What follows belongs to an exercise in optimizing a design on an open flow for small area, a short achievable clock period and few clock cycles; a production flow would make more cautious choices.
The RTL was checked by simulation tests, not by an equivalence proof against the original design.
Power and IR drop assume default switching activity.

[flow/design.v]
package csr_nfa_pkg;
	typedef logic [8-1:0] symbol_t;
	typedef logic [24-1:0] state_idx_t;
	typedef logic [16-1:0] line_addr_t;
	typedef logic [128-1:0] mem_line_t;
	typedef logic [4-1:0] lane_mask_t;
	typedef enum logic [1:0] {scan_wait_char, scan_probe, scan_visit, scan_swap} scan_state_e;
	typedef enum logic [2:0] {fetch_idle, fetch_ptr_read, fetch_ptr_wait, fetch_ptr_second,
		fetch_edge_read, fetch_edge_wait} fetch_state_e;
	function automatic logic [32-1:0] lane_word(input mem_line_t line,
		input logic [1:0] lane);
		lane_word = line[128-1-lane*32 -: 32];
	endfunction
endpackage
`timescale 1ns/1ns
module csr_nfa_top
(
	input logic clk,
	input logic reset,
	input csr_nfa_pkg::state_idx_t num_states,
	output logic char_ready,
	input logic char_valid,
	input csr_nfa_pkg::symbol_t char_a,
	input csr_nfa_pkg::symbol_t char_b,
	output logic rd_en,
	output csr_nfa_pkg::line_addr_t rd_addr,
	input csr_nfa_pkg::mem_line_t rd_data,
	output logic accept_a,
	output logic accept_b
);
	localparam int NS = 64;    
	localparam int NL = NS / 4 + 1;         
	localparam int PW = 18;                 
	function automatic logic [NL-1:0] low_oh(input logic [NL-1:0] v);
		logic seen;
		seen = 1'b0;
		for (int i = 0; i < NL; i++)
		begin
			low_oh[i] = v[i] && !seen;
			seen = seen || v[i];
		end
	endfunction
	function automatic logic [4:0] enc17(input logic [NL-1:0] oh);
		enc17 = '0;
		for (int i = 0; i < NL; i++)
			if (oh[i])
				enc17 = enc17 | 5'(i);
	endfunction
	function automatic logic [PW-1:0] add_base(input logic [PW-1:0] p, input logic [6:0] b);
		logic [7:0] lo;
		logic [PW-8:0] hi1;
		lo = {1'b0, p[6:0]} + {1'b0, b};
		hi1 = p[PW-1:7] + 1'b1;
		add_base = {lo[7] ? hi1 : p[PW-1:7], lo[6:0]};
	endfunction
	function automatic logic [NL-1:0] dec17(input logic [4:0] g);
		for (int i = 0; i < NL; i++)
			dec17[i] = (g == 5'(i));
	endfunction
	function automatic logic [NL-1:0] need_lines(input logic [NS-1:0] u);
		logic [NS+4:0] ext;
		ext = {4'b0, u, 1'b0};
		for (int g = 0; g < NL; g++)
			need_lines[g] = |ext[4*g +: 5];
	endfunction
	function automatic logic [3:0] line_flags(input logic [NS-1:0] u, input logic [NL-1:0] oh);
		logic [NS+3:0] ext;
		ext = {3'b0, u, 1'b0};
		line_flags = '0;
		for (int g = 0; g < NL; g++)
			line_flags = line_flags | (ext[4*g +: 4] & {4{oh[g]}});
	endfunction
	logic [6:0] n1_q;
	logic [5:0] nm1_q;
	always_ff @(posedge clk)
		if (reset)
		begin
			n1_q <= num_states[6:0] + 7'd1;
			nm1_q <= num_states[5:0] - 6'd1;
		end
	logic running;
	logic quiet;
	logic quiet_d;
	csr_nfa_pkg::symbol_t ca_q;
	csr_nfa_pkg::symbol_t cb_q;
	logic [NS-1:0] cur_a;
	logic [NS-1:0] cur_b;
	logic [NS-1:0] nxt_a;
	logic [NS-1:0] nxt_b;
	logic [NL-1:0] pend;
	logic ir_en;
	logic [15:0] ir_addr;
	logic ir_ptr;
	logic ir_spec;
	logic ir_edge;
	logic [3:0] ir_la;
	logic [3:0] ir_lb;
	logic dt_ptr;
	logic dt_spec;
	logic dt_edge;
	logic [3:0] dt_la;
	logic [3:0] dt_lb;
	logic spec_held;
	logic [PW-1:0] hp [5];
	logic [PW-1:0] raw3;
	logic [3:0] heq;
	logic [3:0] rem_a;
	logic [3:0] rem_b;
	logic [3:0] acc_pa;
	logic [3:0] acc_pb;
	logic s_busy;
	logic ir_first;
	logic [15:0] s_line;
	logic [15:0] s_last;
	logic [1:0] s_ll;
	logic s_a;
	logic s_b;
	logic [1:0] s_idx;
	logic s_inhold;
	logic [3:0] lm_a;
	logic [3:0] lm_b;
	logic [5:0] lt [4];
	logic [6:0] cnt_a;
	logic [6:0] cnt_b;
	assign rd_en = ir_en;
	assign rd_addr = ir_addr;
	logic ready_q;
	assign char_ready = ready_q;
	logic [NS-1:0] hit_a;
	logic [NS-1:0] hit_b;
	always_comb
	begin
		logic [7:0] hi_oh [4];
		logic [7:0] lo_oh [4];
		for (int l = 0; l < 4; l++)
			for (int k = 0; k < 8; k++)
			begin
				hi_oh[l][k] = (lt[l][5:3] == 3'(k));
				lo_oh[l][k] = (lt[l][2:0] == 3'(k));
			end
		for (int j = 0; j < NS; j++)
		begin
			hit_a[j] = 1'b0;
			hit_b[j] = 1'b0;
			for (int l = 0; l < 4; l++)
			begin
				hit_a[j] = hit_a[j] | (lm_a[l] & hi_oh[l][j/8] & lo_oh[l][j%8]);
				hit_b[j] = hit_b[j] | (lm_b[l] & hi_oh[l][j/8] & lo_oh[l][j%8]);
			end
		end
	end
	logic [NS-1:0] new_a;
	logic [NS-1:0] new_b;
	logic [NL-1:0] need_new;
	logic [NL-1:0] low_new;
	assign new_a = nxt_a | hit_a;
	assign new_b = nxt_b | hit_b;
	assign need_new = need_lines(new_a | new_b);
	assign low_new = low_oh(need_new);
	logic [PW-1:0] lane_p [4];
	logic [3:0] p_eq;
	always_comb
	begin
		for (int l = 0; l < 4; l++)
			lane_p[l] = rd_data[128-1-32*l-14 -: PW];
		p_eq[0] = (raw3 == lane_p[0]);
		for (int l = 1; l < 4; l++)
			p_eq[l] = (lane_p[l-1] == lane_p[l]);
	end
	logic spec_have;
	logic [3:0] spec_eq;
	assign spec_have = dt_spec || spec_held;
	assign spec_eq = dt_spec ? p_eq : heq;
	logic [3:0] rem;
	logic [3:0] d_oh;
	logic [PW-1:0] d_lo;
	logic [PW-1:0] d_hi;
	logic [PW-1:0] d_s;
	logic [PW-1:0] d_s4;
	logic [PW-1:0] d_e;
	logic [PW-1:0] d_lastw;
	logic [3:0] d_mask;
	logic d_a;
	logic d_b;
	assign rem = rem_a | rem_b;
	assign d_oh = rem & ~{rem[2:0] | {rem[1:0], 1'b0} | {rem[0], 2'b0}, 1'b0};
	always_comb
	begin
		d_lo = '0;
		d_hi = '0;
		for (int i = 0; i < 4; i++)
			if (d_oh[i])
			begin
				d_lo = hp[i];
				d_hi = hp[i+1];
			end
		d_s = d_lo;
		d_s4 = {d_lo[PW-1:2] + 16'd1, d_lo[1:0]};
		d_lastw = d_hi - 1'b1;
		for (int l = 0; l < 4; l++)
			d_mask[l] = (2'(l) >= d_s[1:0]);
		d_a = |(rem_a & d_oh);
		d_b = |(rem_b & d_oh);
	end
	logic rem_single;
	logic s_is_last;
	logic hold_ok;
	logic edge_ok;
	logic ptr_issue;
	logic spec_issue;
	logic merge;
	logic [3:0] s_mask;
	logic [NL-1:0] ptr_oh;
	logic [7:0] cnt_a_nx;
	logic [7:0] cnt_b_nx;
	logic quiet_next;
	logic fl_last;
	logic s_act;
	assign fl_last = ir_first && (ir_addr == s_last);
	assign s_act = s_busy && !fl_last;
	assign rem_single = (d_oh == rem);
	assign s_is_last = (s_line == s_last);
	assign hold_ok = (rem == '0) || (rem_single && (!s_act || s_is_last));
	assign edge_ok = running;
	assign cnt_a_nx = 8'(cnt_a) - 8'(cnt_a != '0) + 8'(acc_pa[0]) + 8'(acc_pa[1]) + 8'(acc_pa[2]) + 8'(acc_pa[3]);
	assign cnt_b_nx = 8'(cnt_b) - 8'(cnt_b != '0) + 8'(acc_pb[0]) + 8'(acc_pb[1]) + 8'(acc_pb[2]) + 8'(acc_pb[3]);
	assign quiet_next = running && !quiet && (pend == '0) && !ir_ptr && !ir_edge && !dt_ptr
		&& (rem == '0) && !s_act && (cnt_a <= 7'd1) && (acc_pa == '0) && (cnt_b <= 7'd1) && (acc_pb == '0);
	logic [3:0] act_next;
	logic ptr_norm;
	logic early_ok;
	assign act_next = dt_la | dt_lb;
	assign early_ok = dt_ptr && (rem == '0) && (!s_act || s_is_last) && ((act_next & (act_next - 4'd1)) == '0);
	assign ptr_norm = !dt_ptr && !dt_spec && hold_ok;
	assign ptr_issue = !quiet && (pend != '0) && !ir_ptr && (ptr_norm || early_ok);
	assign spec_issue = running && !quiet && (pend == '0) && (rem == '0) && !s_act
		&& !ir_ptr && !dt_ptr && !ir_spec && !dt_spec && !spec_held && need_new[0];
	assign ptr_oh = low_oh(pend);
	logic gap_empty;
	logic [1:0] d_idx;
	always_comb
	begin
		gap_empty = 1'b1;
		d_idx = '0;
		for (int k = 0; k < 4; k++)
		begin
			if (d_oh[k])
				d_idx = 2'(k);
			if ((2'(k) > s_idx) && ((d_oh >> (k + 1)) != '0) && !heq[k])
				gap_empty = 1'b0;
		end
	end
	assign merge = s_act && s_is_last && s_inhold && (rem != '0) && (s_ll != 2'd3) && gap_empty;
	always_comb
		for (int l = 0; l < 4; l++)
			s_mask[l] = !s_is_last || (2'(l) <= s_ll);
	logic edge_go;
	assign edge_go = edge_ok && !quiet && !ptr_issue && (s_act || rem != '0);
	always_ff @(posedge clk)
	begin
		if (reset)
		begin
			ir_en <= 1'b1;
			ir_addr <= '0;
			ir_ptr <= 1'b1;
			ir_spec <= 1'b0;
			ir_edge <= 1'b0;
			s_busy <= 1'b0;
		end
		else
		begin
			ir_en <= 1'b0;
			ir_ptr <= 1'b0;
			ir_first <= 1'b0;
			if (fl_last)
				s_busy <= 1'b0;
			ir_spec <= 1'b0;
			ir_edge <= 1'b0;
			if (ptr_issue)
			begin
				ir_en <= 1'b1;
				ir_ptr <= 1'b1;
				ir_addr <= {11'd0, enc17(ptr_oh)};
			end
			else if (spec_issue)
			begin
				ir_en <= 1'b1;
				ir_spec <= 1'b1;
				ir_addr <= '0;
			end
			else if (edge_go && s_act)
			begin
				ir_en <= 1'b1;
				ir_edge <= 1'b1;
				ir_addr <= s_line;
				ir_la <= (s_a ? s_mask : 4'd0) | ((merge && d_a) ? d_mask : 4'd0);
				ir_lb <= (s_b ? s_mask : 4'd0) | ((merge && d_b) ? d_mask : 4'd0);
				s_line <= s_line + 16'd1;
				if (s_is_last)
				begin
					s_idx <= d_idx;
					s_busy <= merge;
					ir_first <= merge;
					s_last <= d_lastw[PW-1:2];
					s_ll <= d_lastw[1:0];
					s_a <= d_a;
					s_b <= d_b;
				end
			end
			else if (edge_go)
			begin
				ir_en <= 1'b1;
				ir_edge <= 1'b1;
				ir_addr <= d_s[PW-1:2];
				ir_la <= d_a ? d_mask : 4'd0;
				ir_lb <= d_b ? d_mask : 4'd0;
				s_busy <= 1'b1;
				ir_first <= 1'b1;
				s_idx <= d_idx;
				s_line <= d_s4[PW-1:2];
				s_last <= d_lastw[PW-1:2];
				s_ll <= d_lastw[1:0];
				s_a <= d_a;
				s_b <= d_b;
			end
		end
	end
	always_ff @(posedge clk)
	begin
		if (dt_ptr || dt_spec || reset)
			s_inhold <= 1'b0;
		else if (edge_go && !s_act)
			s_inhold <= 1'b1;
		if (dt_ptr || dt_spec)
		begin
			hp[0] <= hp[4];
			raw3 <= lane_p[3];
			for (int l = 0; l < 4; l++)
			begin
				hp[l+1] <= add_base(lane_p[l], n1_q);
			end
			heq <= p_eq;
		end
	end
	logic take;
	assign take = running;
	always_ff @(posedge clk)
	begin
		if (reset)
		begin
			rem_a <= '0;
			rem_b <= '0;
			acc_pa <= '0;
			acc_pb <= '0;
			spec_held <= 1'b0;
		end
		else
		begin
			if (take)
			begin
				acc_pa <= '0;
				acc_pb <= '0;
			end
			if (quiet)
			begin
				spec_held <= 1'b0;
				rem_a <= spec_have ? ({new_a[2:0], 1'b0} & ~spec_eq) : 4'd0;
				rem_b <= spec_have ? ({new_b[2:0], 1'b0} & ~spec_eq) : 4'd0;
				acc_pa <= spec_have ? ({new_a[2:0], 1'b0} & spec_eq) : 4'd0;
				acc_pb <= spec_have ? ({new_b[2:0], 1'b0} & spec_eq) : 4'd0;
			end
			else if (dt_ptr)
			begin
				rem_a <= dt_la & ~p_eq;
				rem_b <= dt_lb & ~p_eq;
				acc_pa <= dt_la & p_eq;
				acc_pb <= dt_lb & p_eq;
			end
			else if (dt_spec && quiet_d)
			begin
				rem_a <= pend[0] ? ({cur_a[2:0], 1'b0} & ~p_eq) : 4'd0;
				rem_b <= pend[0] ? ({cur_b[2:0], 1'b0} & ~p_eq) : 4'd0;
				acc_pa <= pend[0] ? ({cur_a[2:0], 1'b0} & p_eq) : 4'd0;
				acc_pb <= pend[0] ? ({cur_b[2:0], 1'b0} & p_eq) : 4'd0;
			end
			else
			begin
				if (dt_spec)
					spec_held <= 1'b1;
				if (edge_go && (s_act ? merge : 1'b1))
				begin
					rem_a <= rem_a & ~d_oh;
					rem_b <= rem_b & ~d_oh;
				end
			end
		end
	end
	always_ff @(posedge clk)
	begin
		if (char_valid && char_ready)
		begin
			ca_q <= char_a;
			cb_q <= char_b;
		end
	end
	always_ff @(posedge clk)
	begin
		if (reset)
		begin
			running <= 1'b0;
			quiet <= 1'b0;
			quiet_d <= 1'b0;
			ready_q <= 1'b1;
			cur_a <= NS'(1);
			cur_b <= NS'(1);
			nxt_a <= '0;
			nxt_b <= '0;
			pend <= NL'(1);
			dt_ptr <= 1'b0;
			dt_spec <= 1'b0;
			dt_edge <= 1'b0;
		end
		else
		begin
			quiet <= quiet_next;
			quiet_d <= quiet;
			ready_q <= quiet_next || (quiet ? !char_valid : (!running && !char_valid));
			if (!running && char_valid)
				running <= 1'b1;
			if (quiet)
			begin
				running <= char_valid;
				cur_a <= new_a;
				cur_b <= new_b;
				nxt_a <= '0;
				nxt_b <= '0;
				pend <= need_new & {{(NL-1){1'b1}}, !spec_have};
			end
			else
			begin
				nxt_a <= new_a;
				nxt_b <= new_b;
				if (ir_ptr && (running || char_valid))
					pend <= pend & ~low_oh(pend);
				else if (dt_spec && quiet_d)
					pend <= pend & {{(NL-1){1'b1}}, 1'b0};
			end
			dt_ptr <= ir_ptr && (running || char_valid);
			dt_spec <= ir_spec;
			dt_edge <= ir_edge;
		end
	end
	logic [3:0] lane_cap;
	always_comb
		for (int l = 0; l < 4; l++)
			lane_cap[l] = !fl_last || (2'(l) <= s_ll);
	always_ff @(posedge clk)
	begin
		if (ir_ptr)
		begin
			dt_la <= line_flags(cur_a, dec17(ir_addr[4:0]));
			dt_lb <= line_flags(cur_b, dec17(ir_addr[4:0]));
		end
		else
		begin
			dt_la <= ir_la & lane_cap;
			dt_lb <= ir_lb & lane_cap;
		end
	end
	always_ff @(posedge clk)
	begin
		logic [32-1:0] w;
		logic ok;
		for (int l = 0; l < 4; l++)
		begin
			w = csr_nfa_pkg::lane_word(rd_data, 2'(l));
			ok = !reset && dt_edge && (w[23:6] == '0) && (w[5:0] <= nm1_q);
			lm_a[l] <= ok && dt_la[l] && (w[31:24] == ca_q);
			lm_b[l] <= ok && dt_lb[l] && (w[31:24] == cb_q);
			lt[l] <= w[5:0];
		end
	end
	always_ff @(posedge clk)
	begin
		if (reset)
		begin
			cnt_a <= '0;
			cnt_b <= '0;
			accept_a <= 1'b0;
			accept_b <= 1'b0;
		end
		else
		begin
			accept_a <= take && (cnt_a != '0);
			accept_b <= take && (cnt_b != '0);
			if (take)
			begin
				cnt_a <= cnt_a_nx[6:0];
				cnt_b <= cnt_b_nx[6:0];
			end
		end
	end
endmodule
[flow/flow/run.sh]
#!/bin/bash
# The standard layout, with repair_timing aiming at a larger setup margin
# and plain buffers (instead of the default delay-cell buffers) on the ports
set -euo pipefail
bash standard.sh SETUP_SLACK_MARGIN=6.9 "BUFFER_PORTS_ARGS=-buffer_cell sky130_fd_sc_hd__buf_4" finish > standard_run.log 2>&1
[flow/standard.sh]
#!/bin/bash
# synth_recipe.tcl (not shown) runs the flow's synth.tcl, then flattens the netlist and writes it again
# the make line also repeats each setting of config.mk as NAME=value (left out here)
make -C /OpenROAD-flow-scripts/flow DESIGN_CONFIG=/design/flow/config.mk WORK_HOME=/design/flow/orfs CLKGATE_MAP_FILE= SYNTH_SCRIPT=/design/flow/synth_recipe.tcl "${@:-finish}"
[flow/config.mk]
export PLATFORM = sky130hd
export DESIGN_NAME = csr_nfa_top
export DESIGN_NICKNAME = csr_nfa_top
export VERILOG_FILES = /design/flow/design.v
export SDC_FILE = /design/flow/constraint.sdc
export NUM_CORES = 4
export LEC_CHECK = 0
export ABC_AREA = 0
export CAP_MARGIN = 35
export CELL_PAD_IN_SITES_DETAIL_PLACEMENT = 0
export CELL_PAD_IN_SITES_GLOBAL_PLACEMENT = 1
export CORE_MARGIN = 2
export CORE_UTILIZATION = 45
export CTS_CLUSTER_DIAMETER = 80
export CTS_CLUSTER_SIZE = 22
export SETUP_SLACK_MARGIN = 5
export SLEW_MARGIN = 35
[flow/constraint.sdc]
create_clock -name core_clock -period 10.0 [get_ports {clk}]
set_input_delay 2.0000 -clock core_clock [delete_from_list [all_inputs] [get_ports {clk}]]
set_output_delay 2.0000 -clock core_clock [all_outputs]
set_load 0.01 [all_outputs]
==> flow_summary.json, run 1 <==
{
  "status": "timing/DRC/antenna clean",
  "stdcell_count": 4352,
  "grt_pass1_wl_um": 173000,
  "detail-route-antenna-nets": 0,
  "min_path_type": "reg -> reg",
  "synth_edf_count": 186,
  "p_leak_nw": 13.8,
  "rsz0062_at_grt": "yes",
  "synthTopCellsByArea": "dfxtp_1 25%, edfxtp_1 19%, xor2_1 4.8%",
  "cts_sinks": 561,
  "areaGrowthSynthToFinish_pct": 25.8,
  "portBuffers": 173,
  "nets": 3748,
  "synth_top_area_share_pct": 25.5,
  "worst_setup_path_start_kind": "input pin",
  "drive_gt1_share_pct": 25.1,
  "cts-htree-levels": 2,
  "netlist_top_cells_count": "375 x dfxtp_1, 312 x nor2_1, 246 x nand2_1",
  "min_period_ns": 3.50,
  "wl_per_cell_um": 27.7,
  "fin_setup_tns_ns": 0,
  "vias_per_cell": 6.35,
  "crit_arrival_ns": 3.90,
  "synth-seq-cells": 561,
  "seqCellArea_um2": 13200,
  "coreArea_um2": 64600,
  "wirelength_um": 121000,
  "yosysSeqAreaShare_pct": 44.4,
  "tritoncts": "done",
  "fillers": 5651,
  "syn_avg_cell_area_um2": 9.21,
  "ir_drop_uv": 138,
  "clk_path_buf_depth": 3,
  "path_clk_slew_ns": 0.08,
  "syn-instance-count": 3200,
  "first_global_vias": 26000,
  "die_y_um": 260,
  "drt-pass1-iter-count": 6,
  "critPathCaptureType": "register",
  "num_io_pins": 191,
  "via_count": 27700,
  "maxCapViolCount": 0,
  "fp-row-count": 93,
  "grtUsageTotal_pct": 34.7,
  "start_util_pct": 45.6,
  "drtIter0Drc": 3263,
  "syn_area_um2": 29500,
  "die_area_um2": 67600,
  "finalPower_w": 0.00735,
  "dp_hpwl_um": 86100,
  "synth.most_common_cell": "dfxtp_1",
  "synth_top_cell_by_area": "dfxtp_1",
  "setup_viol": 0,
  "dp.cells": 4125,
  "period_share_pct": 35.0,
  "drcViolationCount": 0,
  "cts_buffers": 37,
  "power_density_nw_per_um2": 198,
  "cp_max_fo": 5,
  "clockRootBuffer": "clkbuf_16",
  "synthArstFlopShare_pct": 0,
  "finalMaxSlewViolations": 0,
  "grt_antenna_before_repair": 3,
  "clk-insertion-delay-late_ns": 0.62,
  "crit_type": "in -> reg",
  "ys_types": 94,
  "finalHoldViolCount": 0,
  "multi_input_area_um2": 17400,
  "yosysWarnings": 6,
  "finClkSkew_ns": 0.0285,
  "gp_congestion": 0.969,
  "gr-total-overflow": 0,
  "worstPathRequired_ns": 10.40,
  "fmax_mhz": 286,
  "syn-num-nets": 3477,
  "relSlewSlack_pct": 23.2,
  "tightest_slew_ns": 1.14,
  "grt_start_max_net_pins": 66,
  "cts_hold_buffers": 0,
  "synth-main-ff-cell": "dfxtp_1",
  "die_x_um": 260
}
-- placed cells by master (no fill, tap or decap), drive strengths merged, types with 96 or more instances in the layout --
master	instances
o22ai	167
nor2	314
nand2	248
xor2	161
buf	418
nor3	198
a22o	117
ha	96
o21ai	220
edfxtp	186
dfxtp	375
xnor2	124
-- layer usage --
| layer | vias to the layer above | global-route usage [%] | routed length (um) | share of wire [%] |
|---|---|---|---|---|
| met5 | - | 1.57 | 145 | 0.12 |
| li1 | 12300 | - | - | - |
| met2 | 1476 | 48.3 | 49700 | 41 |
| met1 | 13600 | 50.7 | 52500 | 44 |
| met3 | 259 | 10.8 | 14600 | 12 |
| met4 | 2 | 10.4 | 3780 | 3.1 |
-- worst max-delay path, cell delays in order --
cell and delay, ns:
buf_12 0.11, ha_4 0.20, a21o_1 0.16, a21oi_2 0.15, nor2b_1 0.07, o21a_1 0.19, o41a_1 0.43, nand4_1 0.27
nor3_2 0.07, xor2_1 0.26
-- area by class of cell --
class / instances / share of cell area [%]
clock buffers: 47 / 2.66
flip-flops and latches: 561 / 35.6
clock inverters: 17 / 0.493
inverters: 88 / 0.935
diodes: 1 / 0.00675
well taps: 855 / 2.88
repair buffers: 423 / 10.5
multi-input cells: 2360 / 46.9
-- where the power goes --
| group | switching, W | internal, W |
|---|---|---|
| Clock | 0.000897 | 0.000732 |
| Sequential | 0.000242 | 0.00263 |
| Combinational | 0.00158 | 0.00128 |
| Total | 0.00271 | 0.00464 |
-- metrics by stage --
| step | util (%) | hold slack, ns | cell area [um^2] | setup WS, ns |
|---|---|---|---|---|
| detailed placement | 50.2 | 0.436 | 32400 | 5.09 |
| finish | 57.4 | 0.457 | 37100 | 6.50 |
| global route | 57.4 | 0.470 | 37100 | 6.38 |
| floorplan | - | 0.424 | 30200 | 5.63 |
| CTS | 55.2 | 0.459 | 35700 | 6.50 |
| global placement | 50.0 | 0.432 | 32300 | 5.15 |
-- state kept, by name (all words and copies together) (netlist names), 6 cells and up --
name     cells
hp          90
cur_a       64
cur_b       64
nxt_a       64
nxt_b       64
lt          24
raw3        18
pend        17
ir_addr     16
s_last      16
s_line      16
ca_q         8
cb_q         8
cnt_a        7
cnt_b        7
n1_q         6
nm1_q        6
-- final timing paths --
check / startpoint / endpoint / slack [ns] / depth (start not counted)
worst max-delay path: rd_data[97] / hp[1][16] / 6.50 / 10
worst min register to register: hp[4][11] / hp[0][11] / 0.46 / 0
worst min-delay path: hp[4][11] / hp[0][11] / 0.46 / 0
worst max register to register: s_last[10] / s_line[12] / 6.51 / 13
-- kinds of logic (layout without fill, tap and decap cells) --
logic type / after synthesis / after routing / share of synthesized area, %
other: 0 / 1 / 0
multiplexers: 34 / 34 / 1.20
AO/OA/AOI/OAI: 794 / 794 / 18.3
adder cells (fa/ha/maj): 107 / 107 / 4.79
AND/OR/NAND/NOR: 1136 / 1140 / 18.9
XOR/XNOR: 285 / 285 / 8.47
flip-flops: 561 / 561 / 44.4
buffers and inverters: 283 / 575 / 3.86
-- timing repair --
item                       CTS  global route
pin swaps                  137           125
setup endpoints to repair  387           372
setup buffers              102            52
cloned                       7             1
gates resized for setup    269           185
Testbench counts, summed over its fixed seeds: cycles 100,107.
==> run 2, diff against run 1 <==
==> flow/flow/run.sh (replaced) <==
#!/bin/bash
# The standard layout, with repair_timing aiming at a larger setup margin
set -euo pipefail
bash standard.sh SETUP_SLACK_MARGIN=6.6 finish > standard_run.log 2>&1
==> flow_summary.json, run 2 <==
{
  "status": "timing/DRC/antenna clean",
  "nets": 3717,
  "worstHoldStart": "hp[4][5]",
  "die_x_um": 260,
  "synth-seq-cells": 561,
  "finalPower_w": 0.00714,
  "gp_congestion": 0.977,
  "final_common_cell": "dfxtp_1",
  "vias_per_cell": 6.29,
  "maxCapViolCount": 0,
  "top_register": "hp",
  "gr-total-overflow": 0,
  "drive_gt1_share_pct": 17.8,
  "min_path_type": "reg -> reg",
  "netlist_top_cells_count": "375 x dfxtp_1, 312 x nor2_1, 246 x nand2_1",
  "synth_top_cell_by_area": "dfxtp_1",
  "min_period_ns": 3.51,
  "r2r_slack_ns": 6.57,
  "p_switching_w": 0.00261,
  "power_density_nw_per_um2": 200,
  "rsz0062_at_grt": "yes",
  "syn_area_um2": 29500,
  "cts_sinks": 561,
  "path_clk_slew_ns": 0.09,
  "grt_antenna_before_repair": 2,
  "relSlewSlack_pct": 32.9,
  "die_y_um": 260,
  "swShare_pct": 36.6,
  "ys_types": 94,
  "num_io_pins": 191,
  "setup_viol": 0,
  "crit_type": "in -> reg",
  "seqPwrFrac_pct": 40.1,
  "cp_max_fo": 4,
  "grt_pass1_wl_um": 171000,
  "finalMaxSlewViolations": 0,
  "fillers": 5831,
  "r2r_end": "s_line[12]",
  "drt-pass1-iter-count": 6,
  "critPathSlowestCell": "o41a_1",
  "drtIter0Drc": 3150,
  "synthArstFlopShare_pct": 0,
  "die_area_um2": 67600,
  "tritoncts": "done",
  "seqCellArea_um2": 13200,
  "via_count": 27200,
  "syn_avg_cell_area_um2": 9.21,
  "cts-htree-levels": 2,
  "worstPathRequired_ns": 10.34,
  "fmax_mhz": 285,
  "coreArea_um2": 64600,
  "detail-route-antenna-nets": 0,
  "multi_input_area_um2": 16500,
  "grtUsageTotal_pct": 34.2,
  "syn-instance-count": 3200,
  "fin_setup_tns_ns": 0,
  "synth_edf_count": 186,
  "grt_start_max_net_pins": 130,
  "critPathCaptureType": "register",
  "layout_common_cells": "338 x dfxtp_1, 301 x nor2_1, 236 x nand2_1, 198 x buf_4, 193 x o21ai_0",
  "cts_buffers": 37,
  "path_delay_family": "compound AO/OA/AOI/OAI gates",
  "holdPathEnd": "hp[0][5]",
  "areaGrowthSynthToFinish_pct": 21.4,
  "holdPathStages": 0,
  "synth_top_area_share_pct": 25.5,
  "dp_hpwl_um": 85200,
  "worst_setup_path_start_kind": "input pin",
  "fp-row-count": 93,
  "pwr-share-comb_pct": 36.4,
  "period_share_pct": 35.1,
  "synthTopCellsByArea": "dfxtp_1 25%, edfxtp_1 19%, xor2_1 4.8%",
  "p_int_w": 0.00453,
  "tightest_slew_ns": 0.998,
  "p_leak_nw": 13.2,
  "drcViolationCount": 0,
  "clk-insertion-delay-late_ns": 0.61,
  "finalHoldViolCount": 0,
  "cp_slowest_stage_delay_ns": 0.38,
  "ir_drop_uv": 112,
  "start_util_pct": 45.6,
  "first_global_vias": 25600,
  "yosysWarnings": 6,
  "wl_per_cell_um": 27.5,
  "clk_path_buf_depth": 3,
  "worstReg2RegStart": "rem_b[1]",
  "cp_cell_sequence": "buf_12, ha_4, a21o_1, a21oi_2, nor2b_1, o21a_1, o41a_1, nand4_1, buf_6, nor3_2, xor2_1",
  "yosysSeqAreaShare_pct": 44.4,
  "wirelength_um": 119000,
  "syn-num-nets": 3477,
  "p_clk_share_pct": 23.5,
  "finClkSkew_ns": 0.0386,
  "cts_hold_buffers": 0,
  "largest_reg_flops": 90,
  "synth-main-ff-cell": "dfxtp_1",
  "crit_arrival_ns": 3.85,
  "path_buf_inv": 2,
  "synth.most_common_cell": "dfxtp_1",
  "r2r_cells": 14,
  "clockRootBuffer": "clkbuf_16",
  "portBuffers": 173
}
-- run 2: cell counts after synthesis --
No cell type changed its count.
-- run 2: routing by layer --
metal	global-route usage (%)	wire length, um	share of wire [%]
met1	50.5	52400	44
met2	49.1	49900	42
met3	8.99	13500	11
met4	9.16	3120	2.6
met5	0	27	0.023
-- run 2: layout make-up --
cell class	instances	area share, %
well taps	855	2.99
clock inverters	22	0.615
inverters	88	0.958
multi-input cells	2359	46.1
flip-flops and latches	561	36.8
diodes	1	0.00699
clock buffers	42	2.79
repair buffers	393	9.75
-- run 2: power by group through the flow --
stage / clock network, W / logic, W / registers [W]
3_3_place_gp: 0 / 0.00211 / 0.00290
2_1_floorplan: 0 / 0.00154 / 0.00278
4_1_cts: 0.00169 / 0.00244 / 0.00285
6_report: 0.00168 / 0.00260 / 0.00286
3_5_place_dp: 0 / 0.00216 / 0.00291
5_1_grt: 0.00177 / 0.00283 / 0.00288
-- run 2: worst max-delay path by stage --
stage	from	slack, ns	to	depth (start not counted)
floorplan	dt_ptr	5.63	s_line[14]	13
global placement	rd_data[97]	5.09	hp[1][17]	10
detailed placement	rd_data[97]	5.02	hp[1][17]	10
CTS	cnt_b[4]	6.46	cnt_b[6]	17
global route	cnt_a[2]	6.41	cnt_a[6]	17
finish	rd_data[97]	6.49	hp[1][15]	11
-- run 2: through the flow --
stage	hold WS [ns]	instances	worst slack (ns)	instance area, um^2	util (%)
final	0.453	4321	6.49	35800	55.4
after global placement	0.430	4130	5.09	32600	50.5
after detailed placement	0.437	4134	5.02	32800	50.8
after CTS	0.440	4289	6.46	35200	54.4
after global routing	0.463	4320	6.41	35800	55.4
after floorplan	0.424	3200	5.63	30000	-
-- run 2: logic make-up (layout without fill, tap and decap cells) --
kind of cell / Yosys count / in the layout / share of synthesized area (%)
AND/OR/NAND/NOR: 1136 / 1139 / 18.9
flip-flops: 561 / 561 / 44.4
buffers and inverters: 283 / 545 / 3.86
XOR/XNOR: 285 / 285 / 8.47
AO/OA/AOI/OAI: 794 / 794 / 18.3
adder cells (fa/ha/maj): 107 / 107 / 4.79
other: 0 / 1 / 0
multiplexers: 34 / 34 / 1.20
-- run 2: what timing repair did --
action	4_1_cts	5_1_grt
cloned	4	2
pin swaps	73	51
setup endpoints to repair	424	209
endpoints found under the hold margin	0	0
gates resized for setup	417	106
setup buffers	87	29
==> run 3, diff against run 2 <==
--- a/flow/design.v
+++ b/flow/design.v
@@ -467,6 +467,16 @@
 			dt_lb <= ir_lb & lane_cap;
 		end
 	end
+	logic [7:0] thr_hi;
+	logic [7:0] eq_hi;
+	logic [7:0] thr_lo;
+	always_comb
+		for (int k = 0; k < 8; k++)
+		begin
+			thr_hi[k] = (3'(k) < nm1_q[5:3]);
+			eq_hi[k] = (3'(k) == nm1_q[5:3]);
+			thr_lo[k] = (3'(k) <= nm1_q[2:0]);
+		end
 	always_ff @(posedge clk)
 	begin
 		logic [32-1:0] w;
@@ -474,7 +484,8 @@
 		for (int l = 0; l < 4; l++)
 		begin
 			w = csr_nfa_pkg::lane_word(rd_data, 2'(l));
-			ok = !reset && dt_edge && (w[23:6] == '0) && (w[5:0] <= nm1_q);
+			ok = !reset && dt_edge && (w[23:6] == '0)
+				&& (thr_hi[w[5:3]] || (eq_hi[w[5:3]] && thr_lo[w[2:0]]));
 			lm_a[l] <= ok && dt_la[l] && (w[31:24] == ca_q);
 			lm_b[l] <= ok && dt_lb[l] && (w[31:24] == cb_q);
 			lt[l] <= w[5:0];
==> flow/flow/run.sh (replaced) <==
#!/bin/bash
# The standard layout, with repair_timing aiming at a larger setup margin
# and plain buffers (instead of the default delay-cell buffers) on the ports
set -euo pipefail
bash standard.sh SETUP_SLACK_MARGIN=6.6 "BUFFER_PORTS_ARGS=-buffer_cell sky130_fd_sc_hd__buf_4" finish > standard_run.log 2>&1
==> flow_summary.json, run 3 <==
{
  "die_area_um2": 66600,
  "start_util_pct": 45.3,
  "synth-main-ff-cell": "dfxtp_1",
  "syn-num-nets": 3407,
  "cts_buffers": 37,
  "fin_setup_tns_ns": 0,
  "cts_hold_buffers": 0,
  "min_path_type": "reg -> reg",
  "cts-htree-levels": 2,
  "areaGrowthSynthToFinish_pct": 17.8,
  "wirelength_um": 117000,
  "clk-insertion-delay-late_ns": 0.62,
  "ys_types": 90,
  "worstHoldStart": "hp[4][4]",
  "top_register": "hp",
  "clk_path_buf_depth": 3,
  "synth_top_cell_by_area": "dfxtp_1",
  "dp_hpwl_um": 85000,
  "gp_congestion": 0.967,
  "startpoint": "lt[3][1]",
  "relSlewSlack_pct": 30.5,
  "finalMaxSlewViolations": 0,
  "finalPower_w": 0.00646,
  "detail-route-antenna-nets": 0,
  "period_share_pct": 34.3,
  "path_clk_slew_ns": 0.09,
  "maxCapViolCount": 0,
  "path_delay_family": "simple AND/OR/NAND/NOR gates",
  "cts_sinks": 561,
  "synthTopCellsByArea": "dfxtp_1 26%, edfxtp_1 19%, xor2_1 5.0%",
  "stdcell_count": 4217,
  "final_common_cell": "dfxtp_1",
  "drtIter0Drc": 3404,
  "grtUsageTotal_pct": 34.2,
  "tritoncts": "done",
  "layout_common_cells": "357 x dfxtp_1, 300 x buf_4, 274 x nor2_1, 225 x nand2_1, 208 x o21ai_0",
  "grt_antenna_before_repair": 6,
  "largest_reg_flops": 90,
  "worst_setup_path_start_kind": "register",
  "worstPathRequired_ns": 10.48,
  "portBuffers": 173,
  "die_x_um": 258,
  "clockRootBuffer": "clkbuf_16",
  "synthArstFlopShare_pct": 0,
  "status": "timing/DRC/antenna clean",
  "cp_max_fo": 16,
  "synth_edf_count": 186,
  "finalHoldViolCount": 0,
  "synth_top_area_share_pct": 25.9,
  "nets": 3587,
  "cp_slowest_stage_delay_ns": 0.82,
  "grt_pass1_wl_um": 169000,
  "netlist_top_cells_count": "375 x dfxtp_1, 296 x nor2_1, 230 x nand2_1",
  "synth.most_common_cell": "dfxtp_1",
  "die_y_um": 258,
  "yosysWarnings": 6,
  "tightest_slew_ns": 1.03,
  "fmax_mhz": 292,
  "drt-pass1-iter-count": 8,
  "ir_drop_uv": 139,
  "worstReg2RegStart": "lt[3][1]",
  "syn_area_um2": 29000,
  "cp_cell_sequence": "nor2_2, a22o_1, nor3_1, nand4_1, nor4_1, o21ai_0",
  "first_global_vias": 25100,
  "p_leak_nw": 12.6,
  "syn_avg_cell_area_um2": 9.21,
  "vias_per_cell": 6.37,
  "grt_start_max_net_pins": 128,
  "finClkSkew_ns": 0.0370,
  "critPathSlowestCell": "nor3_1",
  "gr-total-overflow": 0,
  "via_count": 26800,
  "drive_gt1_share_pct": 18.5,
  "power_density_nw_per_um2": 189,
  "yosysSeqAreaShare_pct": 45.1,
  "fillers": 5928,
  "dp.cells": 4095,
  "coreArea_um2": 64100,
  "path_buf_inv": 0,
  "synth-seq-cells": 561,
  "critPathCaptureType": "register",
  "fp-row-count": 93,
  "min_period_ns": 3.43,
  "wl_per_cell_um": 27.8,
  "syn-instance-count": 3154,
  "crit_type": "reg -> reg",
  "crit_arrival_ns": 3.91,
  "drcViolationCount": 0,
  "num_io_pins": 191,
  "rsz0062_at_grt": "yes",
  "setup_viol": 0
}
-- run 3: worst paths after layout --
| check | endpoint | slack, ns | cells past startpoint |
|---|---|---|---|
| setup / recovery | pend[3] | 6.57 | 6 |
| hold / removal | hp[0][4] | 0.45 | 0 |
| setup reg to reg | pend[3] | 6.57 | 6 |
| hold reg to reg | hp[0][4] | 0.45 | 0 |
-- run 3: worst reg2reg max path, delay by kind of cell, from the launching register on --
kind,cells,cell delay [ns]
flip-flops,1,0.76
AND/OR/NAND/NOR,4,2.09
AO/OA/AOI/OAI,2,0.46
-- run 3: kinds of logic after synthesis --
logic type / count (synthesis) / synth area share [%]
AND/OR/NAND/NOR: 1088 / 18.3
AO/OA/AOI/OAI: 793 / 18.6
flip-flops: 561 / 45.1
buffers and inverters: 305 / 4.14
XOR/XNOR: 280 / 8.45
adder cells (fa/ha/maj): 91 / 4.10
multiplexers: 36 / 1.29
-- run 3: layout make-up --
| cell class | instances | area [um^2] | area share [%] |
|---|---|---|---|
| flip-flops and latches | 561 | 13100 | 38.4 |
| repair buffers | 322 | 2610 | 7.63 |
| inverters | 119 | 455 | 1.33 |
| well taps | 855 | 1070 | 3.13 |
| clock inverters | 22 | 241 | 0.706 |
| clock buffers | 42 | 955 | 2.79 |
| diodes | 3 | 7.51 | 0.0219 |
| multi-input cells | 2293 | 15700 | 46.0 |
-- run 3: report_power, final --
part	total, W	switching, W	internal, W
sequential	0.00279	0.000227	0.00257
combinational	0.00201	0.00118	0.000830
clock	0.00166	0.000904	0.000752
total	0.00646	0.00231	0.00415
-- run 3: per-stage QoR --
stage | utilization [%] | hold slack (ns) | setup WS [ns] | area (um^2)
3_5_place_dp | 49.8 | 0.441 | 5.43 | 31900
5_1_grt | 53.3 | 0.469 | 6.44 | 34200
3_3_place_gp | 49.5 | 0.433 | 5.41 | 31800
6_report | 53.4 | 0.455 | 6.57 | 34200
2_1_floorplan | - | 0.421 | 6.25 | 29500
4_1_cts | 52.4 | 0.450 | 6.46 | 33600
-- run 3: layer usage --
layer	part of all wire, %	vias to the layer above	track usage, %
met5	0.023	-	0
met4	3.2	4	11.1
met3	11	206	8.40
met2	42	1473	49.6
met1	43	13200	49.7
li1	-	12000	-
-- run 3: what timing repair did --
item | 4_1_cts | 5_1_grt
setup buffers | 25 | 22
setup endpoints to repair | 220 | 214
gates cloned | 6 | 2
pin swaps | 38 | 43
resized for setup | 63 | 70
Testbench counts of run 3, summed over its fixed seeds: cycles 100,107.
==> run 4, diff against run 3 <==
==> flow/flow/run.sh (replaced) <==
#!/bin/bash
# The standard layout, with repair_timing aiming at a larger setup margin
# and plain buffers (instead of the default delay-cell buffers) on the ports
set -euo pipefail
bash standard.sh SETUP_SLACK_MARGIN=6.6 "BUFFER_PORTS_ARGS=-buffer_cell sky130_fd_sc_hd__buf_2" finish > standard_run.log 2>&1
--- a/flow/config.mk
+++ b/flow/config.mk
@@ -10,7 +10,7 @@
 export CELL_PAD_IN_SITES_DETAIL_PLACEMENT = 0
 export CELL_PAD_IN_SITES_GLOBAL_PLACEMENT = 1
 export CORE_MARGIN = 2
-export CORE_UTILIZATION = 45
+export CORE_UTILIZATION = 52
 export CTS_CLUSTER_DIAMETER = 80
 export CTS_CLUSTER_SIZE = 22
 export SETUP_SLACK_MARGIN = 5
==> flow_summary.json, run 4 <==
{
  "grt_start_max_net_pins": 78,
  "synth_top_cell_by_area": "dfxtp_1",
  "cts_sinks": 561,
  "synth-main-ff-cell": "dfxtp_1",
  "clk-insertion-delay-late_ns": 0.62,
  "min_path_type": "reg -> reg",
  "status": "timing/DRC/antenna clean",
  "syn-instance-count": 3154,
  "synth_edf_count": 186,
  "seqCellArea_um2": 13100,
  "syn_avg_cell_area_um2": 9.21,
  "cp_max_fo": 9,
  "yosysSeqAreaShare_pct": 45.1,
  "power_density_nw_per_um2": 191,
  "setup_ws_ns": 6.53,
  "min_period_ns": 3.47,
  "synth.most_common_cell": "dfxtp_1",
  "dp.cells": 3965,
  "crit_arrival_ns": 3.95,
  "pwr-share-comb_pct": 30.8,
  "top_register": "hp",
  "final_common_cell": "dfxtp_1",
  "syn-num-nets": 3407,
  "p_clk_share_pct": 25.9,
  "tritoncts": "done",
  "die_y_um": 240,
  "p_leak_nw": 12.5,
  "cts_hold_buffers": 0,
  "critPathCaptureType": "register",
  "clockRootBuffer": "clkbuf_16",
  "multi_input_area_um2": 15900,
  "synth_mux_area_share_pct": 1.29,
  "grt_pass1_wl_um": 161000,
  "coreArea_um2": 55200,
  "synthArstFlopShare_pct": 0,
  "rsz0062_at_grt": "yes",
  "period_share_pct": 34.7,
  "finalHoldViolCount": 0,
  "via_count": 27100,
  "finalMaxSlewViolations": 0,
  "fin_setup_tns_ns": 0,
  "detail-route-antenna-nets": 0,
  "fp-row-count": 86,
  "worst_setup_path_start_kind": "register",
  "netlist_top_cells_count": "375 x dfxtp_1, 296 x nor2_1, 230 x nand2_1",
  "synthTopCellsByArea": "dfxtp_1 26%, edfxtp_1 19%, xor2_1 5.0%",
  "wirelength_um": 113000,
  "cts_buffers": 36,
  "path_clk_slew_ns": 0.09,
  "nets": 3565,
  "dp_hpwl_um": 80400,
  "syn_area_um2": 29000,
  "areaGrowthSynthToFinish_pct": 15.8,
  "largest_reg_flops": 90,
  "crit_type": "reg -> reg",
  "maxCapViolCount": 0,
  "drive_gt1_share_pct": 18.1,
  "clk_path_buf_depth": 3,
  "die_x_um": 240,
  "synth_xor_area_share_pct": 8.45,
  "ys_types": 90,
  "num_io_pins": 191,
  "relSlewSlack_pct": 27.8,
  "yosysWarnings": 6,
  "synth_top_area_share_pct": 25.9,
  "cts-htree-levels": 2,
  "p_int_w": 0.00416,
  "yosys.area_share.simple_pct": 18.3,
  "stdcell_count": 4085,
  "drtIter0Drc": 3516,
  "drcViolationCount": 0,
  "setup_viol": 0,
  "synth_top_family_by_area": "compound AO/OA/AOI/OAI gates",
  "wl_per_cell_um": 27.6,
  "dp_slack_ns": 5.46,
  "gr-total-overflow": 0,
  "grtUsageTotal_pct": 38.0,
  "first_global_vias": 24900,
  "portBuffers": 173,
  "die_area_um2": 57700,
  "worstPathRequired_ns": 10.47,
  "seqPwrFrac_pct": 43.3,
  "grt_antenna_before_repair": 1,
  "finClkSkew_ns": 0.0381,
  "postPlaceCellArea_um2": 31100,
  "p_switching_w": 0.00226,
  "ir_drop_uv": 148,
  "synth-seq-cells": 561,
  "gp_congestion": 0.987,
  "swShare_pct": 35.2,
  "fmax_mhz": 288,
  "vias_per_cell": 6.63,
  "synth_fa_ha_area_share_pct": 4.10,
  "layout_common_cells": "357 x dfxtp_1, 281 x nor2_1, 223 x nand2_1, 208 x o21ai_0",
  "tightest_slew_ns": 1.07,
  "drt-pass1-iter-count": 8,
  "synth-compound-area-share_pct": 18.6,
  "fin_area_um2": 33600,
  "start_util_pct": 52.6,
  "fillers": 4734
}
run 4: critical path, stage by stage, from the launching register on:
cell and delay, ns:
dfxtp_1 0.64, nand2b_1 0.33, nor2_1 0.21, a22o_1 0.27, nor3_1 0.69, nand2_1 0.33, nor4_2 0.70, o32ai_1 0.19
run 4: final timing paths:
path                                 from   endpoint  slack (ns)  depth (start not counted)
worst min-delay path            hp[4][14]  hp[0][14]        0.46                          0
worst min register to register  hp[4][14]  hp[0][14]        0.46                          0
worst max register to register   lt[3][3]    pend[5]        6.53                          7
worst max-delay path             lt[3][3]    pend[5]        6.53                          7
run 4: kinds of logic after synthesis:
logic type / Yosys count
AOI/OAI and AO/OA: 793
and+or+nand+nor: 1088
buffers and inverters: 305
xor gates and xnor gates: 280
muxes: 36
DFF: 561
adders and majority gates: 91
run 4: power by group through the flow:
stage,registers [W],logic (W),clock network [W]
6_report,0.00278,0.00198,0.00166
5_1_grt,0.00279,0.00215,0.00174
4_1_cts,0.00277,0.00184,0.00167
3_5_place_dp,0.00281,0.00175,0
3_3_place_gp,0.00280,0.00170,0
2_1_floorplan,0.00270,0.00130,0
run 4: cell type report:
cell class	count	share of cell area (%)
multi-input cells	2294	47.2
clock inverters	16	0.555
flip-flops and latches	561	39.0
clock buffers	44	3.02
inverters	119	1.35
diodes	3	0.0223
repair buffers	300	5.99
well taps	748	2.78
run 4: repair_timing:
| item | 4_1_cts | 5_1_grt |
|---|---|---|
| pin swaps | 29 | 54 |
| endpoints found under the setup margin | 222 | 152 |
| buffers inserted | 27 | 20 |
| resized for setup | 69 | 116 |
| cloned | 5 | 4 |
run 4: per-layer routing:
metal / GRT usage, % / part of all wire (%)
met5: 1.39 / 0.095
met4: 13.0 / 3.9
met3: 11.9 / 14
met2: 53.6 / 41
met1: 54.5 / 42
run 4: metrics by stage:
stage	hold WS, ns	power, W	util [%]
floorplan	0.421	0.00400	-
global placement	0.434	0.00450	56.3
detailed placement	0.438	0.00456	56.4
CTS	0.458	0.00628	59.5
global route	0.481	0.00669	60.9
finish	0.460	0.00642	60.9
==> run 5, diff against run 4 <==
--- a/flow/config.mk
+++ b/flow/config.mk
@@ -10,7 +10,7 @@
 export CELL_PAD_IN_SITES_DETAIL_PLACEMENT = 0
 export CELL_PAD_IN_SITES_GLOBAL_PLACEMENT = 1
 export CORE_MARGIN = 2
-export CORE_UTILIZATION = 52
+export CORE_UTILIZATION = 45
 export CTS_CLUSTER_DIAMETER = 80
 export CTS_CLUSTER_SIZE = 22
 export SETUP_SLACK_MARGIN = 5
==> flow_summary.json, run 5 <==
{
  "fp-row-count": 93,
  "cp_cell_sequence": "inv_2, ha_4, nand2_4, nor3_4, nand2_1, ha_1, fa_1, inv_2, fa_2, fa_2, a21o_1, a21oi_2, o21bai_1, a21oi_2, xnor2_1, mux2i_1, nor2_1",
  "wl_per_cell_um": 28.0,
  "min_period_ns": 3.54,
  "via_count": 26800,
  "syn_area_um2": 29000,
  "fmax_mhz": 283,
  "top_register": "hp",
  "drive_gt1_share_pct": 18.3,
  "relSlewSlack_pct": 29.8,
  "r2r_cells": 17,
  "tightest_slew_ns": 1.04,
  "drtIter0Drc": 3417,
  "cts_hold_buffers": 0,
  "gr-total-overflow": 0,
  "critPathCaptureType": "register",
  "vias_per_cell": 6.40,
  "finalHoldViolCount": 0,
  "synth_top_area_share_pct": 25.9,
  "detail-route-antenna-nets": 0,
  "synth.most_common_cell": "dfxtp_1",
  "largest_reg_flops": 90,
  "finalMaxSlewViolations": 0,
  "fin_setup_tns_ns": 0,
  "tritoncts": "done",
  "rsz0062_at_grt": "yes",
  "min_path_type": "reg -> reg",
  "die_x_um": 258,
  "finClkSkew_ns": 0.0373,
  "synthTopCellsByArea": "dfxtp_1 26%, edfxtp_1 19%, xor2_1 5.0%",
  "cts_sinks": 561,
  "yosysWarnings": 6,
  "dp_slack_ns": 5.40,
  "cp_max_fo": 3,
  "start_util_pct": 45.3,
  "clk-insertion-delay-late_ns": 0.61,
  "drcViolationCount": 0,
  "die_y_um": 258,
  "grt_start_max_net_pins": 112,
  "critPathSlowestCell": "fa_1",
  "dp_hpwl_um": 84700,
  "drt-pass1-iter-count": 12,
  "grt_antenna_before_repair": 3,
  "syn_avg_cell_area_um2": 9.21,
  "n_antenna_cell": 0,
  "clk_path_buf_depth": 3,
  "nets": 3567,
  "crit_type": "reg -> reg",
  "cp_slowest_stage_delay_ns": 0.50,
  "syn-num-nets": 3407,
  "synth-main-ff-cell": "dfxtp_1",
  "layout_common_cells": "352 x dfxtp_1, 278 x nor2_1, 224 x nand2_1, 208 x o21ai_0",
  "grtUsageTotal_pct": 34.0,
  "syn-instance-count": 3154,
  "synth-seq-cells": 561,
  "setup_viol": 0,
  "p_leak_nw": 12.5,
  "final_common_cell": "dfxtp_1",
  "areaGrowthSynthToFinish_pct": 16.1,
  "clockRootBuffer": "clkbuf_16",
  "cts_buffers": 37,
  "cts-htree-levels": 2,
  "holdPathStages": 2,
  "maxCapViolCount": 0,
  "yosysSeqAreaShare_pct": 45.1,
  "synth_top_cell_by_area": "dfxtp_1",
  "gp_congestion": 0.971,
  "setup_ws_ns": 6.46,
  "netlist_top_cells_count": "375 x dfxtp_1, 296 x nor2_1, 230 x nand2_1",
  "ys_types": 90,
  "worstPathRequired_ns": 10.46,
  "fillers": 5978,
  "die_area_um2": 66600,
  "r2r_slack_ns": 6.46,
  "coreArea_um2": 64100,
  "portBuffers": 173,
  "grt_pass1_wl_um": 168000,
  "synthArstFlopShare_pct": 0,
  "crit_arrival_ns": 4.00,
  "wirelength_um": 117000,
  "worst_setup_path_start_kind": "register",
  "first_global_vias": 24500,
  "power_density_nw_per_um2": 194,
  "ir_drop_uv": 118,
  "path_clk_slew_ns": 0.08,
  "synth_edf_count": 186,
  "period_share_pct": 35.4,
  "status": "timing/DRC/antenna clean",
  "num_io_pins": 191
}
## run 5: layout make-up
| cell class | instances | area, um^2 | area share [%] |
|---|---|---|---|
| clock buffers | 44 | 1010 | 3.01 |
| clock inverters | 21 | 240 | 0.713 |
| multi-input cells | 2293 | 15700 | 46.6 |
| well taps | 855 | 1070 | 3.17 |
| repair buffers | 302 | 2080 | 6.18 |
| flip-flops and latches | 561 | 13100 | 39.0 |
| inverters | 119 | 452 | 1.34 |
## run 5: metal layers
layer | vias up | track usage (%) | wire length (um)
met4 | 2 | 9.07 | 3240
met5 | - | 0 | 13
met3 | 168 | 7.00 | 12800
li1 | 11900 | - | -
met1 | 13200 | 50.7 | 51400
met2 | 1497 | 49.8 | 49900
## run 5: power by group
part,internal (W),switching (W),total [W]
clock,0.000811,0.000908,0.00172
combinational,0.000838,0.00120,0.00204
sequential,0.00257,0.000227,0.00280
## run 5: stage by stage
stage          hold WS, ns  area [um^2]  util (%)  total power, W  instances
2_1_floorplan        0.421        29500         -         0.00400       3154
5_1_grt              0.470        33700      52.6         0.00684       4195
6_report             0.460        33700      52.6         0.00655       4195
4_1_cts              0.464        33100      51.6         0.00641       4171
3_3_place_gp         0.433        31200      48.6         0.00456       4071
3_5_place_dp         0.442        31300      48.8         0.00461       4071
## run 5: worst paths after layout
check        startpoint        end
min           cur_b[31]  cur_b[31]
max reg2reg    cnt_b[3]   cnt_b[6]
min reg2reg   cur_b[31]  cur_b[31]
max            cnt_b[3]   cnt_b[6]
## run 5: kinds of logic after synthesis
| group | count (synthesis) | share of synthesized area [%] |
|---|---|---|
| simple gates | 1088 | 18.3 |
| mux | 36 | 1.29 |
| flops | 561 | 45.1 |
| xor+xnor | 280 | 8.45 |
| compound gates | 793 | 18.6 |
| fa+ha+maj | 91 | 4.10 |
| buf+inv | 305 | 4.14 |
## run 5: what timing repair did
action / CTS / global route
cloned: 7 / 1
resized for setup: 76 / 114
endpoints found under the setup margin: 360 / 237
pin swaps: 37 / 53
setup buffers: 28 / 22
## run 5: critical path: cells and delay by family, from the launching register on
| family | cells | cell delay, ns |
|---|---|---|
| fa+ha+maj | 5 | 1.72 |
| compound gates | 4 | 0.64 |
| simple gates | 4 | 0.37 |
| flops | 1 | 0.34 |
| buf+inv | 2 | 0.13 |
| mux | 1 | 0.13 |
| xor+xnor | 1 | 0.07 |
==> run 6, diff against run 5 <==
--- a/flow/config.mk
+++ b/flow/config.mk
@@ -12,6 +12,6 @@
 export CORE_MARGIN = 2
 export CORE_UTILIZATION = 45
 export CTS_CLUSTER_DIAMETER = 80
-export CTS_CLUSTER_SIZE = 22
+export CTS_CLUSTER_SIZE = 28
 export SETUP_SLACK_MARGIN = 5
 export SLEW_MARGIN = 35
==> flow_summary.json, run 6 <==
{
  "status": "timing/DRC/antenna clean",
  "syn_area_um2": 29000,
  "maxCapViolCount": 0,
  "cp_slowest_stage_delay_ns": 0.50,
  "drcViolationCount": 0,
  "seqPwrFrac_pct": 42.1,
  "synth-seq-cells": 561,
  "path_clk_slew_ns": 0.11,
  "synth.most_common_cell": "dfxtp_1",
  "p_clk_share_pct": 27.2,
  "start_util_pct": 45.3,
  "die_area_um2": 66600,
  "gp_congestion": 0.971,
  "dp_hpwl_um": 84700,
  "portBuffers": 173,
  "die_x_um": 258,
  "via_count": 26800,
  "syn-num-nets": 3407,
  "cp_cell_sequence": "inv_2, ha_4, nand2_4, nor3_4, nand2_1, ha_1, fa_1, inv_2, fa_2, fa_2, a21o_1, a21oi_2, o21bai_1, a21oi_2, xnor2_1, mux2i_1, nor2_1",
  "areaGrowthSynthToFinish_pct": 16.6,
  "top_register": "hp",
  "yosysSeqAreaShare_pct": 45.1,
  "period_share_pct": 35.4,
  "clk_path_buf_depth": 3,
  "fmax_mhz": 282,
  "gr-total-overflow": 0,
  "cts-htree-levels": 2,
  "cts_buffers": 37,
  "synthTopCellsByArea": "dfxtp_1 26%, edfxtp_1 19%, xor2_1 5.0%",
  "grt_pass1_wl_um": 167000,
  "drive_gt1_share_pct": 18.5,
  "syn-instance-count": 3154,
  "clk-insertion-delay-late_ns": 0.60,
  "critPathSlowestCell": "fa_1",
  "crit_arrival_ns": 4.00,
  "synth-main-ff-cell": "dfxtp_1",
  "p_leak_nw": 12.5,
  "min_path_type": "reg -> reg",
  "netlist_top_cells_count": "375 x dfxtp_1, 296 x nor2_1, 230 x nand2_1",
  "clockRootBuffer": "clkbuf_16",
  "syn_avg_cell_area_um2": 9.21,
  "layout_common_cells": "352 x dfxtp_1, 278 x nor2_1, 224 x nand2_1, 207 x o21ai_0",
  "first_global_vias": 24500,
  "power_density_nw_per_um2": 197,
  "detail-route-antenna-nets": 0,
  "crit_type": "reg -> reg",
  "setup_viol": 0,
  "num_io_pins": 191,
  "wl_per_cell_um": 28.0,
  "drt-pass1-iter-count": 7,
  "synthArstFlopShare_pct": 0,
  "cts_sinks": 561,
  "critPathCaptureType": "register",
  "finalHoldViolCount": 0,
  "grt_antenna_before_repair": 6,
  "largest_reg_flops": 90,
  "coreArea_um2": 64100,
  "vias_per_cell": 6.38,
  "ir_drop_uv": 117,
  "min_period_ns": 3.54,
  "die_y_um": 258,
  "cts_hold_buffers": 0,
  "cp_max_fo": 3,
  "synth_edf_count": 186,
  "tightest_slew_ns": 1.11,
  "grtUsageTotal_pct": 34.0,
  "relSlewSlack_pct": 25.4,
  "final_common_cell": "dfxtp_1",
  "fp-row-count": 93,
  "tritoncts": "done",
  "yosysWarnings": 6,
  "fin_setup_tns_ns": 0,
  "synth_top_area_share_pct": 25.9,
  "wirelength_um": 118000,
  "rsz0062_at_grt": "yes",
  "utilization_pct": 52.8,
  "worstPathRequired_ns": 10.46,
  "ys_types": 90,
  "p_switching_w": 0.00239,
  "finalMaxSlewViolations": 0,
  "swShare_pct": 35.9,
  "drtIter0Drc": 3438,
  "worst_setup_path_start_kind": "register",
  "grt_start_max_net_pins": 112,
  "pwr-share-comb_pct": 30.8,
  "finClkSkew_ns": 0.0251,
  "synth_top_cell_by_area": "dfxtp_1",
  "p_int_w": 0.00426,
  "nets": 3570
}
==> run 6: layout make-up <==
type / instances / area (um^2)
Antenna cell: 2 / 5.00
Clock buffer: 41 / 993
Clock inverter: 27 / 378
Fill cell: 5968 / 30300
Inverter: 119 / 452
Multi-Input combinational cell: 2293 / 15700
Sequential cell: 561 / 13100
Tap cell: 855 / 1070
Timing Repair Buffer: 305 / 2100
==> run 6: critical path: cells and delay by family (launching register included) <==
| family | cells | cell delay (ns) |
|---|---|---|
| adders and majority gates | 5 | 1.72 |
| AOI/OAI and AO/OA | 4 | 0.64 |
| and+or+nand+nor | 4 | 0.37 |
| DFF | 1 | 0.34 |
| buffers and inverters | 2 | 0.13 |
| muxes | 1 | 0.13 |
| xor gates and xnor gates | 1 | 0.07 |
==> run 6: repair_timing <==
action	CTS	global route
resized for setup	67	124
hold endpoints to repair	0	0
pin swaps	26	59
setup endpoints to repair	358	201
gates cloned	5	3
setup buffers	27	26
==> run 6: per-layer routing <==
| metal | vias to the layer above | share of wire (%) | GRT usage, % |
|---|---|---|---|
| met4 | 4 | 3.2 | 10.6 |
| met3 | 211 | 11 | 8.40 |
| li1 | 12000 | - | - |
| met2 | 1444 | 42 | 49.0 |
| met1 | 13200 | 44 | 49.6 |
| met5 | - | 0.022 | 0 |
==> run 6: final timing paths <==
| kind | from | end | slack (ns) | cells past startpoint |
|---|---|---|---|---|
| worst min register to register | cur_a[18] | cur_a[18] | 0.47 | 2 |
| worst max-delay path | cnt_b[3] | cnt_b[6] | 6.46 | 17 |
| worst min-delay path | cur_a[18] | cur_a[18] | 0.47 | 2 |
| worst max register to register | cnt_b[3] | cnt_b[6] | 6.46 | 17 |
==> run 6: per-stage QoR <==
| step | setup slack [ns] | instance area (um^2) | power, W | std cells | hold WS (ns) |
|---|---|---|---|---|---|
| 2_1_floorplan | 6.25 | 29500 | 0.00400 | 3154 | 0.421 |
| 3_3_place_gp | 5.37 | 31200 | 0.00456 | 4071 | 0.433 |
| 3_5_place_dp | 5.40 | 31300 | 0.00461 | 4071 | 0.442 |
| 4_1_cts | 6.46 | 33100 | 0.00649 | 4171 | 0.464 |
| 5_1_grt | 6.27 | 33800 | 0.00694 | 4201 | 0.468 |
| 6_report | 6.46 | 33800 | 0.00665 | 4203 | 0.466 |
==> run 6: logic make-up (layout without fill, tap and decap cells) <==
group           after synthesis  in the layout  synth area share (%)
compound gates              793            794                  18.6
xor+xnor                    280            280                  8.45
fa+ha+maj                    91             91                  4.10
buf+inv                     305            492                  4.14
flops                       561            561                  45.1
mux                          36             36                  1.29
other cells                   0              2                     0
simple gates               1088           1092                  18.3
==> run 6: power by group through the flow <==
stage	registers (W)	logic [W]	clock network, W
after floorplan	0.00270	0.00130	0
after global placement	0.00282	0.00173	0
after detailed placement	0.00283	0.00178	0
after CTS	0.00278	0.00188	0.00183
after global routing	0.00281	0.00222	0.00191
final	0.00280	0.00205	0.00181
==> run 7, diff against run 6 <==
--- a/flow/config.mk
+++ b/flow/config.mk
@@ -8,10 +8,10 @@
 export ABC_AREA = 0
 export CAP_MARGIN = 35
 export CELL_PAD_IN_SITES_DETAIL_PLACEMENT = 0
-export CELL_PAD_IN_SITES_GLOBAL_PLACEMENT = 1
+export CELL_PAD_IN_SITES_GLOBAL_PLACEMENT = 0
 export CORE_MARGIN = 2
 export CORE_UTILIZATION = 45
 export CTS_CLUSTER_DIAMETER = 80
-export CTS_CLUSTER_SIZE = 28
+export CTS_CLUSTER_SIZE = 22
 export SETUP_SLACK_MARGIN = 5
 export SLEW_MARGIN = 35
==> flow_summary.json, run 7 <==
{
  "synth-main-ff-cell": "dfxtp_1",
  "areaGrowthSynthToFinish_pct": 15.7,
  "grt_antenna_before_repair": 10,
  "cts-htree-levels": 2,
  "drive_gt1_share_pct": 18.0,
  "cts_sinks": 561,
  "portBuffers": 173,
  "yosysWarnings": 6,
  "rsz0062_at_grt": "yes",
  "final_common_cell": "dfxtp_1",
  "syn_avg_cell_area_um2": 9.21,
  "crit_type": "reg -> reg",
  "synth-seq-cells": 561,
  "min_period_ns": 3.65,
  "finalMaxSlewViolations": 0,
  "syn_area_um2": 29000,
  "finClkSkew_ns": 0.0190,
  "yosysSeqAreaShare_pct": 45.1,
  "coreArea_um2": 64100,
  "relSlewSlack_pct": 25.9,
  "dp_slack_ns": 5.31,
  "setup_ws_ns": 6.35,
  "drcViolationCount": 0,
  "cp_max_fo": 10,
  "clk_path_buf_depth": 3,
  "wirelength_um": 113000,
  "syn-instance-count": 3154,
  "via_count": 26900,
  "drtIter0Drc": 3586,
  "die_x_um": 258,
  "fmax_mhz": 274,
  "synthArstFlopShare_pct": 0,
  "worst_setup_path_start_kind": "register",
  "p_leak_nw": 12.4,
  "start_util_pct": 45.3,
  "period_share_pct": 36.5,
  "netlist_top_cells_count": "375 x dfxtp_1, 296 x nor2_1, 230 x nand2_1",
  "status": "timing/DRC/antenna clean",
  "tightest_slew_ns": 1.10,
  "largest_reg_flops": 90,
  "layout_common_cells": "354 x dfxtp_1, 279 x nor2_1, 223 x nand2_1, 208 x o21ai_0",
  "maxCapViolCount": 0,
  "nets": 3565,
  "finalHoldViolCount": 0,
  "synth_top_cell_by_area": "dfxtp_1",
  "first_global_vias": 25200,
  "wl_per_cell_um": 27.0,
  "dp_hpwl_um": 82300,
  "die_y_um": 258,
  "die_area_um2": 66600,
  "cp_cell_sequence": "nand3_1, buf_4, o22ai_1, nor3_1, nand2_1, nor4_2, o21ai_0",
  "cts_buffers": 36,
  "gr-total-overflow": 0,
  "synthTopCellsByArea": "dfxtp_1 26%, edfxtp_1 19%, xor2_1 5.0%",
  "synth_edf_count": 186,
  "grt_pass1_wl_um": 165000,
  "synth.most_common_cell": "dfxtp_1",
  "synth_top_area_share_pct": 25.9,
  "crit_arrival_ns": 4.09,
  "cp_slowest_stage_delay_ns": 0.86,
  "num_io_pins": 191,
  "setup_viol": 0,
  "clk-insertion-delay-late_ns": 0.59,
  "vias_per_cell": 6.42,
  "grt_start_max_net_pins": 96,
  "worstPathRequired_ns": 10.45,
  "top_register": "hp",
  "min_path_type": "reg -> reg",
  "grtUsageTotal_pct": 33.0,
  "power_density_nw_per_um2": 191,
  "gp_congestion": 1.02,
  "ys_types": 90,
  "ir_drop_uv": 153,
  "tritoncts": "done",
  "critPathCaptureType": "register",
  "syn-num-nets": 3407,
  "drt-pass1-iter-count": 6,
  "clockRootBuffer": "clkbuf_16",
  "holdWs_ns": 0.460,
  "detail-route-antenna-nets": 0,
  "critPathSlowestCell": "nor3_1",
  "fp-row-count": 93,
  "fin_setup_tns_ns": 0,
  "path_clk_slew_ns": 0.09
}
[run 7: cell counts after synthesis]
No cell type changed its count.
[run 7: area by class of cell]
| class | instances | area, um^2 |
|---|---|---|
| Antenna cell | 3 | 7.51 |
| Clock buffer | 45 | 1010 |
| Clock inverter | 14 | 139 |
| Fill cell | 5847 | 30500 |
| Inverter | 119 | 455 |
| Multi-Input combinational cell | 2296 | 15800 |
| Sequential cell | 561 | 13100 |
| Tap cell | 855 | 1070 |
| Timing Repair Buffer | 298 | 2010 |
[run 7: path summary, 6_finish.rpt]
| kind | startpoint | depth (start not counted) | endpoint | slack [ns] |
|---|---|---|---|---|
| worst max-delay path | lt[1][0] | 7 | pend[4] | 6.35 |
| worst min-delay path | hp[4][4] | 0 | hp[0][4] | 0.46 |
| worst max register to register | lt[1][0] | 7 | pend[4] | 6.35 |
| worst min register to register | hp[4][4] | 0 | hp[0][4] | 0.46 |
[run 7: logic make-up (layout without fill, tap and decap cells)]
family	after synthesis	count (layout)	share of synthesized area [%]
xor gates and xnor gates	280	280	8.45
muxes	36	36	1.29
adders and majority gates	91	91	4.10
other	0	3	0
and+or+nand+nor	1088	1094	18.3
AOI/OAI and AO/OA	793	795	18.6
DFF	561	561	45.1
buffers and inverters	305	476	4.14
[run 7: power by group]
part,switching [W],total (W),internal [W]
Combinational,0.00121,0.00204,0.000833
Sequential,0.000210,0.00278,0.00257
Clock,0.000867,0.00161,0.000740
Total,0.00229,0.00643,0.00414
[run 7: layer usage]
metal,GRT usage (%),share of wire [%]
met2,48.3,42
met3,7.84,12
met4,13.5,4.3
met1,46.7,41
met5,0.214,0.067
[run 7: what timing repair did]
action,4_1_cts,5_1_grt
buffers inserted,40,28
hold buffers,0,0
resized for setup,68,114
gates cloned,7,3
pin swaps,33,52
endpoints found under the setup margin,298,280
[run 7: critical path: cells and delay by family (launching register included)]
kind | cells | cell delay, ns
AOI/OAI and AO/OA | 2 | 0.28
buffers and inverters | 1 | 0.38
DFF | 1 | 0.37
and+or+nand+nor | 4 | 2.47
[run 7: through the flow]
stage | power, W | utilization [%] | instance area [um^2] | instances
5_1_grt | 0.00671 | 52.4 | 33600 | 4188
3_3_place_gp | 0.00454 | 48.4 | 31000 | 4051
3_5_place_dp | 0.00459 | 48.6 | 31100 | 4051
4_1_cts | 0.00628 | 51.3 | 32900 | 4157
2_1_floorplan | 0.00400 | - | 29500 | 3154
6_report | 0.00643 | 52.4 | 33600 | 4191

[what the ideal ports hide]
Ports are ideal in the flow. The routed layouts listed here were re-timed in OpenROAD. Step 1: set_driving_cell puts a clkbuf_16 on clk and a buf_2 on each other input, an assumption about the parent block. Step 2 adds t to the input delays and takes it off the output delays; t is the mean of the earliest and latest rising clock arrival at the registers after step 1. Input paths then give back, and output paths get back, about the clock's delay inside the block. a / b / c = ideal ports / drivers / drivers and shift; a / b = the first two.
run | t, ns | setup WS [ns] | worst setup path after step 2 | clock arrival spread, ns | pins driven straight from the clock port
run 1 | 0.669 | 6.498 / 6.509 / 5.851 | input to register | 0.031 / 0.031 | 1
run 2 | 0.659 | 6.493 / 6.513 / 5.854 | input to register | 0.039 / 0.039 | 1
run 3 | 0.661 | 6.573 / 6.573 / 5.977 | input to register | 0.047 / 0.047 | 1
run 4 | 0.665 | 6.526 / 6.526 / 5.935 | input to register | 0.043 / 0.043 | 1
run 5 | 0.651 | 6.461 / 6.461 / 6.003 | input to register | 0.044 / 0.045 | 1
run 6 | 0.655 | 6.458 / 6.458 / 5.971 | input to register | 0.036 / 0.036 | 1
run 7 | 0.651 | 6.353 / 6.353 / 5.937 | input to register | 0.020 / 0.021 | 1
After both steps setup and hold are still met in every run listed. For run 1, which loses most, drivers alone change the setup slack by +0.011 ns; drivers and shift together by -0.647 ns.
